Context: an optimization exercise on an open-source flow, tuned for small area, a short achievable clock period and few clock cycles per item. The choices shown serve that exercise and are no tape-out recipe. Function was checked by simulation only, so behaviour that the tests miss may differ from the original.

==> build 20 <==
Design fm_phase_discriminator_decimating_unit, start of the top module:
module fm_phase_discriminator_decimating_unit (
   input  logic               clock,
   input  logic               reset,
   input  logic               req_valid,
   output logic               req_ready,
   input  logic signed [15:0] req_in_real,
   input  logic signed [15:0] req_in_imag,
   output logic               rsp_valid,
   input  logic               rsp_ready,
   output logic signed [15:0] rsp_phase_word,
   input  logic               csr_valid,
   output logic               csr_ready,
   input  logic               csr_output_format
);
   logic               format_ff;
   logic               g_load;
   logic signed [19:0] g_re, g_im;
   logic               m_done;
   logic               m_zero;
   logic signed [38:0] m_pr, m_pq;
   assign csr_ready = 1'b1;
   always_ff @(posedge clock) begin
      if (reset) begin
         format_ff <= 1'b0;
      end else if (csr_valid) begin
  ...
clock: 10.0 ns
lec_check: 0
cap_margin: 20
core_margin: 2
core_utilization: 40
place_density: 0.6
setup_slack_margin: 5
slew_margin: 20
run.sh (not shown) runs the stock make flow with config.mk's settings and CLKGATE_MAP_FILE= SYNTH_SCRIPT=/design/flow/synth_recipe.tcl, a recipe that flattens the netlist after the stock synthesis.
==> trial 12: changes against build 20 <==
--- a/flow/design.v
+++ b/flow/design.v
@@ -95,14 +95,14 @@
    assign step   = act_ff && (cnt_ff != 4'd10);
    assign m_done = act_ff && (cnt_ff == 4'd10);
    assign g_zero = (g_re_ff == '0) && (g_im_ff == '0);
    assign m_zero = pz_ff || g_zero;
    assign m_pr   = {a_re_ff[18:0], p_re_ff};
    assign m_pq   = {a_im_ff[18:0], p_im_ff};
-   assign r_bits = step ? p_re_ff[3:1] : {(m_done ? g_re_ff[1:0] : p_re_ff[1:0]), 1'b0};
-   assign i_bits = step ? p_im_ff[3:1] : {(m_done ? g_im_ff[1:0] : p_im_ff[1:0]), 1'b0};
+   assign r_bits = step ? p_re_ff[3:1] : {g_re_ff[1:0], 1'b0};
+   assign i_bits = step ? p_im_ff[3:1] : {g_im_ff[1:0], 1'b0};
    always_comb begin
       s_rr = ({23{r_one}} & gr1) | ({23{r_two}} & gr2);
       s_ii = ({23{i_one}} & gi1) | ({23{i_two}} & gi2);
       s_ir = ({23{r_one}} & gi1) | ({23{r_two}} & gi2);
       s_ri = ({23{i_one}} & gr1) | ({23{i_two}} & gr2);
       sum_r = ar + (s_rr ^ {23{r_neg}}) + (s_ii ^ {23{i_neg}}) + {22'd0, r_neg} + {22'd0, i_neg};
@@ -125,16 +125,14 @@
          a_im_ff <= sum_i[22:2];
          p_re_ff <= {sum_r[1:0], p_re_ff[19:2]};
          p_im_ff <= {sum_i[1:0], p_im_ff[19:2]};
       end else begin
          a_re_ff <= '0;
          a_im_ff <= '0;
-         if (m_done) begin
-            p_re_ff <= g_re_ff;
-            p_im_ff <= g_im_ff;
-         end
+         p_re_ff <= g_re_ff;
+         p_im_ff <= g_im_ff;
       end
    end
    always_ff @(posedge clock) begin
       if (reset) begin
          act_ff <= 1'b0;
          cnt_ff <= '0;
@@ -161,34 +159,39 @@
    input  logic signed [38:0] m_pq,
    input  logic               fmt,
    output logic               rsp_valid,
    input  logic               rsp_ready,
    output logic signed [15:0] rsp_phase_word
 );
-   logic [39:0] x1_ff;
-   logic [38:0] y1_ff;
+   logic [38:0] x1_ff, y1_ff;
    logic [7:0]  d1_ff;
    logic        pre1_ff, act1_ff;
    logic [2:0]  k1_ff;
    logic        neg1_ff, zs1_ff, zero1_ff;
-   logic        dir1, xsub1, ysub1, e1_last;
-   logic [38:0] sy1, ya1, yn1;
-   logic [39:0] sx1, xa1, xn1;
-   assign dir1    = !y1_ff[38] && (y1_ff != '0);
-   assign xsub1   = pre1_ff ? y1_ff[38] : !dir1;
+   logic        dir1, xsub1, xcin1, ysub1, c1, e1_last;
+   logic [38:0] sy1, ya1, yn1, sx1, xa1, xn1;
+   logic [7:0]  ones1;
+   always_comb begin
+      ones1[0] = 1'b1;
+      for (int i = 1; i < 8; i++) ones1[i] = ones1[i-1] && y1_ff[i-1];
+   end
+   assign c1      = ones1[k1_ff];
+   assign dir1    = !y1_ff[38];
+   assign xsub1   = y1_ff[38];
+   assign xcin1   = pre1_ff ? y1_ff[38] : (y1_ff[38] ^ c1);
    assign ysub1   = pre1_ff ? y1_ff[38] : dir1;
    assign sy1     = $signed(y1_ff) >>> k1_ff;
    assign sx1     = x1_ff >> k1_ff;
-   assign xa1     = pre1_ff ? 40'd0 : x1_ff;
-   assign ya1     = pre1_ff ? 39'd0 : y1_ff;
-   assign xn1     = xa1 + ({sy1[38], sy1} ^ {40{xsub1}}) + {39'd0, xsub1};
-   assign yn1     = ya1 + (sx1[38:0] ^ {39{ysub1}}) + {38'd0, ysub1};
+   assign xa1     = pre1_ff ? 39'd0 : x1_ff;
+   assign ya1     = pre1_ff ? {39{1'b1}} : y1_ff;
+   assign xn1     = xa1 + (sy1 ^ {39{xsub1}}) + {38'd0, xcin1};
+   assign yn1     = ya1 + (sx1 ^ {39{ysub1}}) + {38'd0, ysub1};
    assign e1_last = act1_ff && !pre1_ff && (k1_ff == 3'd7);
    always_ff @(posedge clock) begin
       if (m_done) begin
-         x1_ff    <= {m_pq[38], m_pq};
+         x1_ff    <= m_pq;
          y1_ff    <= m_pr;
          pre1_ff  <= 1'b1;
          k1_ff    <= '0;
          neg1_ff  <= m_pr[38];
          zs1_ff   <= !m_pq[38];
          zero1_ff <= m_zero;
@@ -210,30 +213,36 @@
       end
    end
    logic [38:0] x2_ff;
    logic [32:0] y2_ff;
    logic [2:0]  k2_ff;
    logic        act2_ff, zero2_ff;
-   logic        dir2, e2_last;
+   logic        dir2, c2, e2_last;
    logic [32:0] y2s;
    logic [38:0] x2s;
    logic [24:0] sy2;
    logic [30:0] sx2;
    logic [38:0] xn2;
    logic [32:0] yn2;
-   assign dir2    = !y2_ff[32] && (y2_ff != '0);
+   logic [7:0]  ones2;
+   always_comb begin
+      ones2[0] = &y2_ff[7:0];
+      for (int i = 1; i < 8; i++) ones2[i] = ones2[i-1] && y2_ff[i+7];
+   end
+   assign c2      = ones2[k2_ff];
+   assign dir2    = !y2_ff[32];
    assign y2s     = $signed(y2_ff) >>> k2_ff;
    assign x2s     = x2_ff >> k2_ff;
    assign sy2     = y2s[32:8];
    assign sx2     = x2s[38:8];
-   assign xn2     = x2_ff + ({{14{sy2[24]}}, sy2} ^ {39{!dir2}}) + {38'd0, !dir2};
+   assign xn2     = x2_ff + ({{14{sy2[24]}}, sy2} ^ {39{y2_ff[32]}}) + {38'd0, y2_ff[32] ^ c2};
    assign yn2     = y2_ff + ({2'd0, sx2} ^ {33{dir2}}) + {32'd0, dir2};
    assign e2_last = act2_ff && (k2_ff == 3'd7);
    always_ff @(posedge clock) begin
       if (e1_last) begin
-         x2_ff    <= xn1[38:0];
+         x2_ff    <= xn1;
          y2_ff    <= yn1[32:0];
          k2_ff    <= '0;
          zero2_ff <= zero1_ff;
       end else begin
          x2_ff    <= xn2;
          y2_ff    <= yn2;
@@ -246,78 +255,70 @@
       end else if (e1_last) begin
          act2_ff <= 1'b1;
       end else if (e2_last) begin
          act2_ff <= 1'b0;
       end
    end
-   logic [8:0]  d2_ff;
-   logic        dz_ff, zl_ff, lastg_ff, e2_done_ff, word_ev_ff;
-   logic [2:0]  kz_ff;
+   logic        dg, dzg, dz_ff, act2d_ff, lastg_ff, e2_done_ff, word_ev_ff;
    logic [1:0]  cnt2_ff;
    logic [34:0] z_ff, za, zb;
    logic [30:0] zt;
    logic [34:0] zc;
+   assign dg  = act2_ff && !zero2_ff;
+   assign dzg = act2d_ff && !zero2_ff;
    always_comb begin
-      case ({kz_ff, d2_ff[0], dz_ff})
+      case ({k2_ff, d1_ff[0] && dg, dz_ff && dzg})
          5'b00000: zt = 31'h00000000;
-         5'b00001: zt = 31'h00517CA6;
+         5'b00001: zt = 31'h0000A2FA;
          5'b00010: zt = 31'h40000000;
-         5'b00011: zt = 31'h40517CA6;
+         5'b00011: zt = 31'h4000A2FA;
          5'b00100: zt = 31'h00000000;
-         5'b00101: zt = 31'h0028BE5E;
+         5'b00101: zt = 31'h00517CA6;
          5'b00110: zt = 31'h25C80A3C;
-         5'b00111: zt = 31'h25F0C89A;
+         5'b00111: zt = 31'h261986E2;
          5'b01000: zt = 31'h00000000;
-         5'b01001: zt = 31'h00145F30;
+         5'b01001: zt = 31'h0028BE5E;
          5'b01010: zt = 31'h13F670B6;
-         5'b01011: zt = 31'h140ACFE6;
+         5'b01011: zt = 31'h141F2F14;
          5'b01100: zt = 31'h00000000;
-         5'b01101: zt = 31'h000A2F98;
+         5'b01101: zt = 31'h00145F30;
          5'b01110: zt = 31'h0A2223A8;
-         5'b01111: zt = 31'h0A2C5340;
+         5'b01111: zt = 31'h0A3682D8;
          5'b10000: zt = 31'h00000000;
-         5'b10001: zt = 31'h000517CC;
+         5'b10001: zt = 31'h000A2F98;
          5'b10010: zt = 31'h05161A86;
-         5'b10011: zt = 31'h051B3252;
+         5'b10011: zt = 31'h05204A1E;
          5'b10100: zt = 31'h00000000;
-         5'b10101: zt = 31'h00028BE6;
+         5'b10101: zt = 31'h000517CC;
          5'b10110: zt = 31'h028BAFC2;
-         5'b10111: zt = 31'h028E3BA8;
+         5'b10111: zt = 31'h0290C78E;
          5'b11000: zt = 31'h00000000;
-         5'b11001: zt = 31'h000145F4;
+         5'b11001: zt = 31'h00028BE6;
          5'b11010: zt = 31'h0145EC3C;
-         5'b11011: zt = 31'h01473230;
+         5'b11011: zt = 31'h01487822;
          5'b11100: zt = 31'h00000000;
-         5'b11101: zt = 31'h0000A2FA;
+         5'b11101: zt = 31'h000145F4;
          5'b11110: zt = 31'h00A2F8AA;
-         5'b11111: zt = 31'h00A39BA4;
+         5'b11111: zt = 31'h00A43E9E;
          default: zt = '0;
       endcase
-      if (zero2_ff)     zc = '0;
+      if (zero1_ff)     zc = '0;
       else if (!neg1_ff) zc = 35'h7B8F9ADE6;
       else if (zs1_ff)  zc = 35'h038F9ADE6;
       else              zc = 35'h738F9ADE6;
       za = z_ff;
       zb = {4'd0, zt};
-      if (zl_ff) begin
+      if (e1_last) begin
          za = {((cnt2_ff == 2'd0) ? 19'd0 : z_ff[34:16]), 16'd0};
          zb = zc;
       end
    end
    always_ff @(posedge clock) begin
-      if (e1_last) begin
-         d2_ff <= zero1_ff ? 9'd0 : {dir1, d1_ff[7:1], 1'b0};
-      end else begin
-         d2_ff <= {1'b0, d2_ff[8:1]};
-      end
-      dz_ff <= dir2 && act2_ff && !zero2_ff;
-      kz_ff <= k2_ff;
       z_ff  <= za + zb;
-      if (zl_ff) begin
-         lastg_ff <= (cnt2_ff == 2'd3);
-      end
+      dz_ff <= dir2;
+      if (e1_last) lastg_ff <= (cnt2_ff == 2'd3);
    end
    logic        rsp_valid_ff;
    logic [15:0] rsp_word_ff;
    logic [16:0] m;
    logic        m_hi, m_lo;
    logic [15:0] word0;
@@ -338,20 +339,20 @@
    end
    always_ff @(posedge clock) begin
       if (word_ev_ff) rsp_word_ff <= word;
    end
    always_ff @(posedge clock) begin
       if (reset) begin
-         zl_ff        <= 1'b0;
          cnt2_ff      <= '0;
+         act2d_ff     <= 1'b0;
          e2_done_ff   <= 1'b0;
          word_ev_ff   <= 1'b0;
          rsp_valid_ff <= 1'b0;
       end else begin
-         zl_ff      <= e1_last;
-         if (zl_ff) cnt2_ff <= cnt2_ff + 2'd1;
+         if (e1_last) cnt2_ff <= cnt2_ff + 2'd1;
+         act2d_ff   <= act2_ff;
          e2_done_ff <= e2_last;
          word_ev_ff <= e2_done_ff && lastg_ff;
          if (word_ev_ff) begin
             rsp_valid_ff <= 1'b1;
          end else if (rsp_ready) begin
             rsp_valid_ff <= 1'b0;
==> flow/flow/run.sh (new file) <==
#!/bin/bash
set -euo pipefail
bash standard.sh SETUP_SLACK_MARGIN=5.5 finish > standard_flow.log 2>&1
==> flow/standard.sh (new file) <==
#!/bin/bash
# synth_recipe.tcl (not shown) runs the flow's synth.tcl, then flattens the netlist and writes it again
# the make line also repeats each setting of config.mk as NAME=value (left out here)
make -C /OpenROAD-flow-scripts/flow DESIGN_CONFIG=/design/flow/config.mk WORK_HOME=/design/flow/orfs CLKGATE_MAP_FILE= SYNTH_SCRIPT=/design/flow/synth_recipe.tcl "${@:-finish}"
--- a/flow/config.mk
+++ b/flow/config.mk
@@ -6,8 +6,7 @@
 export NUM_CORES = 4
 export LEC_CHECK = 0
 export CAP_MARGIN = 20
 export CORE_MARGIN = 2
 export CORE_UTILIZATION = 40
 export PLACE_DENSITY = 0.6
-export SETUP_SLACK_MARGIN = 5
 export SLEW_MARGIN = 20
removed: flow/run.sh
==> build 94: changes against build 20 <==
--- a/flow/design.v
+++ b/flow/design.v
@@ -95,14 +95,14 @@
    assign step   = act_ff && (cnt_ff != 4'd10);
    assign m_done = act_ff && (cnt_ff == 4'd10);
    assign g_zero = (g_re_ff == '0) && (g_im_ff == '0);
    assign m_zero = pz_ff || g_zero;
    assign m_pr   = {a_re_ff[18:0], p_re_ff};
    assign m_pq   = {a_im_ff[18:0], p_im_ff};
-   assign r_bits = step ? p_re_ff[3:1] : {(m_done ? g_re_ff[1:0] : p_re_ff[1:0]), 1'b0};
-   assign i_bits = step ? p_im_ff[3:1] : {(m_done ? g_im_ff[1:0] : p_im_ff[1:0]), 1'b0};
+   assign r_bits = step ? p_re_ff[3:1] : {g_re_ff[1:0], 1'b0};
+   assign i_bits = step ? p_im_ff[3:1] : {g_im_ff[1:0], 1'b0};
    always_comb begin
       s_rr = ({23{r_one}} & gr1) | ({23{r_two}} & gr2);
       s_ii = ({23{i_one}} & gi1) | ({23{i_two}} & gi2);
       s_ir = ({23{r_one}} & gi1) | ({23{r_two}} & gi2);
       s_ri = ({23{i_one}} & gr1) | ({23{i_two}} & gr2);
       sum_r = ar + (s_rr ^ {23{r_neg}}) + (s_ii ^ {23{i_neg}}) + {22'd0, r_neg} + {22'd0, i_neg};
@@ -125,16 +125,14 @@
          a_im_ff <= sum_i[22:2];
          p_re_ff <= {sum_r[1:0], p_re_ff[19:2]};
          p_im_ff <= {sum_i[1:0], p_im_ff[19:2]};
       end else begin
          a_re_ff <= '0;
          a_im_ff <= '0;
-         if (m_done) begin
-            p_re_ff <= g_re_ff;
-            p_im_ff <= g_im_ff;
-         end
+         p_re_ff <= g_re_ff;
+         p_im_ff <= g_im_ff;
       end
    end
    always_ff @(posedge clock) begin
       if (reset) begin
          act_ff <= 1'b0;
          cnt_ff <= '0;
@@ -161,34 +159,39 @@
    input  logic signed [38:0] m_pq,
    input  logic               fmt,
    output logic               rsp_valid,
    input  logic               rsp_ready,
    output logic signed [15:0] rsp_phase_word
 );
-   logic [39:0] x1_ff;
-   logic [38:0] y1_ff;
+   logic [38:0] x1_ff, y1_ff;
    logic [7:0]  d1_ff;
    logic        pre1_ff, act1_ff;
    logic [2:0]  k1_ff;
    logic        neg1_ff, zs1_ff, zero1_ff;
-   logic        dir1, xsub1, ysub1, e1_last;
-   logic [38:0] sy1, ya1, yn1;
-   logic [39:0] sx1, xa1, xn1;
-   assign dir1    = !y1_ff[38] && (y1_ff != '0);
-   assign xsub1   = pre1_ff ? y1_ff[38] : !dir1;
+   logic        dir1, xsub1, xcin1, ysub1, c1, e1_last;
+   logic [38:0] sy1, ya1, yn1, sx1, xa1, xn1;
+   logic [7:0]  ones1;
+   always_comb begin
+      ones1[0] = 1'b1;
+      for (int i = 1; i < 8; i++) ones1[i] = ones1[i-1] && y1_ff[i-1];
+   end
+   assign c1      = ones1[k1_ff];
+   assign dir1    = !y1_ff[38];
+   assign xsub1   = y1_ff[38];
+   assign xcin1   = pre1_ff ? y1_ff[38] : (y1_ff[38] ^ c1);
    assign ysub1   = pre1_ff ? y1_ff[38] : dir1;
    assign sy1     = $signed(y1_ff) >>> k1_ff;
    assign sx1     = x1_ff >> k1_ff;
-   assign xa1     = pre1_ff ? 40'd0 : x1_ff;
-   assign ya1     = pre1_ff ? 39'd0 : y1_ff;
-   assign xn1     = xa1 + ({sy1[38], sy1} ^ {40{xsub1}}) + {39'd0, xsub1};
-   assign yn1     = ya1 + (sx1[38:0] ^ {39{ysub1}}) + {38'd0, ysub1};
+   assign xa1     = pre1_ff ? 39'd0 : x1_ff;
+   assign ya1     = pre1_ff ? {39{1'b1}} : y1_ff;
+   assign xn1     = xa1 + (sy1 ^ {39{xsub1}}) + {38'd0, xcin1};
+   assign yn1     = ya1 + (sx1 ^ {39{ysub1}}) + {38'd0, ysub1};
    assign e1_last = act1_ff && !pre1_ff && (k1_ff == 3'd7);
    always_ff @(posedge clock) begin
       if (m_done) begin
-         x1_ff    <= {m_pq[38], m_pq};
+         x1_ff    <= m_pq;
          y1_ff    <= m_pr;
          pre1_ff  <= 1'b1;
          k1_ff    <= '0;
          neg1_ff  <= m_pr[38];
          zs1_ff   <= !m_pq[38];
          zero1_ff <= m_zero;
@@ -210,30 +213,36 @@
       end
    end
    logic [38:0] x2_ff;
    logic [32:0] y2_ff;
    logic [2:0]  k2_ff;
    logic        act2_ff, zero2_ff;
-   logic        dir2, e2_last;
+   logic        dir2, c2, e2_last;
    logic [32:0] y2s;
    logic [38:0] x2s;
    logic [24:0] sy2;
    logic [30:0] sx2;
    logic [38:0] xn2;
    logic [32:0] yn2;
-   assign dir2    = !y2_ff[32] && (y2_ff != '0);
+   logic [7:0]  ones2;
+   always_comb begin
+      ones2[0] = &y2_ff[7:0];
+      for (int i = 1; i < 8; i++) ones2[i] = ones2[i-1] && y2_ff[i+7];
+   end
+   assign c2      = ones2[k2_ff];
+   assign dir2    = !y2_ff[32];
    assign y2s     = $signed(y2_ff) >>> k2_ff;
    assign x2s     = x2_ff >> k2_ff;
    assign sy2     = y2s[32:8];
    assign sx2     = x2s[38:8];
-   assign xn2     = x2_ff + ({{14{sy2[24]}}, sy2} ^ {39{!dir2}}) + {38'd0, !dir2};
+   assign xn2     = x2_ff + ({{14{sy2[24]}}, sy2} ^ {39{y2_ff[32]}}) + {38'd0, y2_ff[32] ^ c2};
    assign yn2     = y2_ff + ({2'd0, sx2} ^ {33{dir2}}) + {32'd0, dir2};
    assign e2_last = act2_ff && (k2_ff == 3'd7);
    always_ff @(posedge clock) begin
       if (e1_last) begin
-         x2_ff    <= xn1[38:0];
+         x2_ff    <= xn1;
          y2_ff    <= yn1[32:0];
          k2_ff    <= '0;
          zero2_ff <= zero1_ff;
       end else begin
          x2_ff    <= xn2;
          y2_ff    <= yn2;
@@ -246,78 +255,70 @@
       end else if (e1_last) begin
          act2_ff <= 1'b1;
       end else if (e2_last) begin
          act2_ff <= 1'b0;
       end
    end
-   logic [8:0]  d2_ff;
-   logic        dz_ff, zl_ff, lastg_ff, e2_done_ff, word_ev_ff;
-   logic [2:0]  kz_ff;
+   logic        dg, dzg, dz_ff, act2d_ff, lastg_ff, e2_done_ff, word_ev_ff;
    logic [1:0]  cnt2_ff;
    logic [34:0] z_ff, za, zb;
    logic [30:0] zt;
    logic [34:0] zc;
+   assign dg  = act2_ff && !zero2_ff;
+   assign dzg = act2d_ff && !zero2_ff;
    always_comb begin
-      case ({kz_ff, d2_ff[0], dz_ff})
+      case ({k2_ff, d1_ff[0] && dg, dz_ff && dzg})
          5'b00000: zt = 31'h00000000;
-         5'b00001: zt = 31'h00517CA6;
+         5'b00001: zt = 31'h0000A2FA;
          5'b00010: zt = 31'h40000000;
-         5'b00011: zt = 31'h40517CA6;
+         5'b00011: zt = 31'h4000A2FA;
          5'b00100: zt = 31'h00000000;
-         5'b00101: zt = 31'h0028BE5E;
+         5'b00101: zt = 31'h00517CA6;
          5'b00110: zt = 31'h25C80A3C;
-         5'b00111: zt = 31'h25F0C89A;
+         5'b00111: zt = 31'h261986E2;
          5'b01000: zt = 31'h00000000;
-         5'b01001: zt = 31'h00145F30;
+         5'b01001: zt = 31'h0028BE5E;
          5'b01010: zt = 31'h13F670B6;
-         5'b01011: zt = 31'h140ACFE6;
+         5'b01011: zt = 31'h141F2F14;
          5'b01100: zt = 31'h00000000;
-         5'b01101: zt = 31'h000A2F98;
+         5'b01101: zt = 31'h00145F30;
          5'b01110: zt = 31'h0A2223A8;
-         5'b01111: zt = 31'h0A2C5340;
+         5'b01111: zt = 31'h0A3682D8;
          5'b10000: zt = 31'h00000000;
-         5'b10001: zt = 31'h000517CC;
+         5'b10001: zt = 31'h000A2F98;
          5'b10010: zt = 31'h05161A86;
-         5'b10011: zt = 31'h051B3252;
+         5'b10011: zt = 31'h05204A1E;
          5'b10100: zt = 31'h00000000;
-         5'b10101: zt = 31'h00028BE6;
+         5'b10101: zt = 31'h000517CC;
          5'b10110: zt = 31'h028BAFC2;
-         5'b10111: zt = 31'h028E3BA8;
+         5'b10111: zt = 31'h0290C78E;
          5'b11000: zt = 31'h00000000;
-         5'b11001: zt = 31'h000145F4;
+         5'b11001: zt = 31'h00028BE6;
          5'b11010: zt = 31'h0145EC3C;
-         5'b11011: zt = 31'h01473230;
+         5'b11011: zt = 31'h01487822;
          5'b11100: zt = 31'h00000000;
-         5'b11101: zt = 31'h0000A2FA;
+         5'b11101: zt = 31'h000145F4;
          5'b11110: zt = 31'h00A2F8AA;
-         5'b11111: zt = 31'h00A39BA4;
+         5'b11111: zt = 31'h00A43E9E;
          default: zt = '0;
       endcase
-      if (zero2_ff)     zc = '0;
+      if (zero1_ff)     zc = '0;
       else if (!neg1_ff) zc = 35'h7B8F9ADE6;
       else if (zs1_ff)  zc = 35'h038F9ADE6;
       else              zc = 35'h738F9ADE6;
       za = z_ff;
       zb = {4'd0, zt};
-      if (zl_ff) begin
+      if (e1_last) begin
          za = {((cnt2_ff == 2'd0) ? 19'd0 : z_ff[34:16]), 16'd0};
          zb = zc;
       end
    end
    always_ff @(posedge clock) begin
-      if (e1_last) begin
-         d2_ff <= zero1_ff ? 9'd0 : {dir1, d1_ff[7:1], 1'b0};
-      end else begin
-         d2_ff <= {1'b0, d2_ff[8:1]};
-      end
-      dz_ff <= dir2 && act2_ff && !zero2_ff;
-      kz_ff <= k2_ff;
       z_ff  <= za + zb;
-      if (zl_ff) begin
-         lastg_ff <= (cnt2_ff == 2'd3);
-      end
+      dz_ff <= dir2;
+      if (e1_last) lastg_ff <= (cnt2_ff == 2'd3);
    end
    logic        rsp_valid_ff;
    logic [15:0] rsp_word_ff;
    logic [16:0] m;
    logic        m_hi, m_lo;
    logic [15:0] word0;
@@ -338,20 +339,20 @@
    end
    always_ff @(posedge clock) begin
       if (word_ev_ff) rsp_word_ff <= word;
    end
    always_ff @(posedge clock) begin
       if (reset) begin
-         zl_ff        <= 1'b0;
          cnt2_ff      <= '0;
+         act2d_ff     <= 1'b0;
          e2_done_ff   <= 1'b0;
          word_ev_ff   <= 1'b0;
          rsp_valid_ff <= 1'b0;
       end else begin
-         zl_ff      <= e1_last;
-         if (zl_ff) cnt2_ff <= cnt2_ff + 2'd1;
+         if (e1_last) cnt2_ff <= cnt2_ff + 2'd1;
+         act2d_ff   <= act2_ff;
          e2_done_ff <= e2_last;
          word_ev_ff <= e2_done_ff && lastg_ff;
          if (word_ev_ff) begin
             rsp_valid_ff <= 1'b1;
          end else if (rsp_ready) begin
             rsp_valid_ff <= 1'b0;
==> flow/flow/run.sh (new file) <==
#!/bin/bash
set -euo pipefail
bash standard.sh SETUP_SLACK_MARGIN=6 finish > standard_flow.log 2>&1
==> flow/standard.sh (new file) <==
#!/bin/bash
# synth_recipe.tcl (not shown) runs the flow's synth.tcl, then flattens the netlist and writes it again
# the make line also repeats each setting of config.mk as NAME=value (left out here)
make -C /OpenROAD-flow-scripts/flow DESIGN_CONFIG=/design/flow/config.mk WORK_HOME=/design/flow/orfs CLKGATE_MAP_FILE= SYNTH_SCRIPT=/design/flow/synth_recipe.tcl "${@:-finish}"
--- a/flow/config.mk
+++ b/flow/config.mk
@@ -6,8 +6,7 @@
 export NUM_CORES = 4
 export LEC_CHECK = 0
 export CAP_MARGIN = 20
 export CORE_MARGIN = 2
 export CORE_UTILIZATION = 40
 export PLACE_DENSITY = 0.6
-export SETUP_SLACK_MARGIN = 5
 export SLEW_MARGIN = 20
removed: flow/run.sh
==> qor summary <==
|  | trial 12 | build 94 | build 20 |
|---|---|---|---|
| Endpoint with the worst hold slack | u_back.d1_ff[5]$_DFF_P_ | u_back.d1_ff[2]$_DFF_P_ | u_back.d1_ff[3]$_DFF_P_ |
| Highest-delay cell along the critical path | mux4_2 | mux4_2 | or3_4 |
| Filler cell count | 8036 | 7538 | 8766 |
| Well Taps | 1134 | 1134 | 1176 |
| Result of the run | complete, no violations | complete, no violations | complete, no violations |
| Total of flip-flops plus latches after synthesis | 413 | 413 | 450 |
| Number of antenna violations at the first check in global routing | 0 | 3 | 1 |
| Fin util | 47.97% | 51.73% | 45.58% |
| Reg-to-Reg End | u_back.y1_ff[38]$_DFF_P_ | u_back.y1_ff[38]$_DFF_P_ | u_back.y2_ff[21]$_DFF_P_ |
| Buffers & Inverters on Critical Path | 2 | 4 | 2 |
| Number of buffers added by the clock tree synthesis step | 50 | 49 | 53 |
| Post-Place Cell Area | 0.03540 sq mm | 0.03564 sq mm | 0.03802 sq mm |
| Final critical-path setup slack | 5.416 ns | 5.374 ns | 5.100 ns |
| Fin Clk Skew | 0.02207 ns | 0.02820 ns | 0.02437 ns |
Testbench counts of build 20, summed over its fixed seeds: cycles 22,776, items 512.
Testbench counts of trial 12, summed over its fixed seeds: cycles 22,776, items 512.
Testbench counts of build 94, summed over its fixed seeds: cycles 22,776, items 512.

what the ideal ports hide:
The flow's constraints put no driver on any port. The routed layouts listed below were extracted and timed again, unchanged, in two steps. Step 1: set_driving_cell puts a clkbuf_16 on clock and a buf_2 on each other input, an assumption about the parent block. Step 2 also shifts input and output timing later by t, the mid clock arrival at the registers, as if the neighbouring blocks saw the same clock. Three values: no drivers, after step 1, after step 2; two values: the first two.
| run | t (ns) | setup slack, ns | hold WS [ns] | latest minus earliest clock arrival (ns) | worst register clock-pin slew, ns |
|---|---|---|---|---|---|
| build 20 | 0.691 | 5.100 / 5.100 / 4.594 | 0.348 / 0.348 / 0.348 | 0.024 / 0.025 | 0.07 / 0.07 |
| trial 12 | 0.667 | 5.416 / 5.416 / 4.989 | 0.326 / 0.326 / 0.326 | 0.022 / 0.022 | 0.07 / 0.07 |
| build 94 | 0.671 | 5.374 / 5.374 / 5.279 | 0.327 / 0.327 / 0.327 | 0.028 / 0.028 | 0.07 / 0.07 |
After both steps every run listed still meets setup and hold. The setup slack of build 20, which loses most, moves by 0.000 ns with the drivers and by -0.506 ns with both steps.
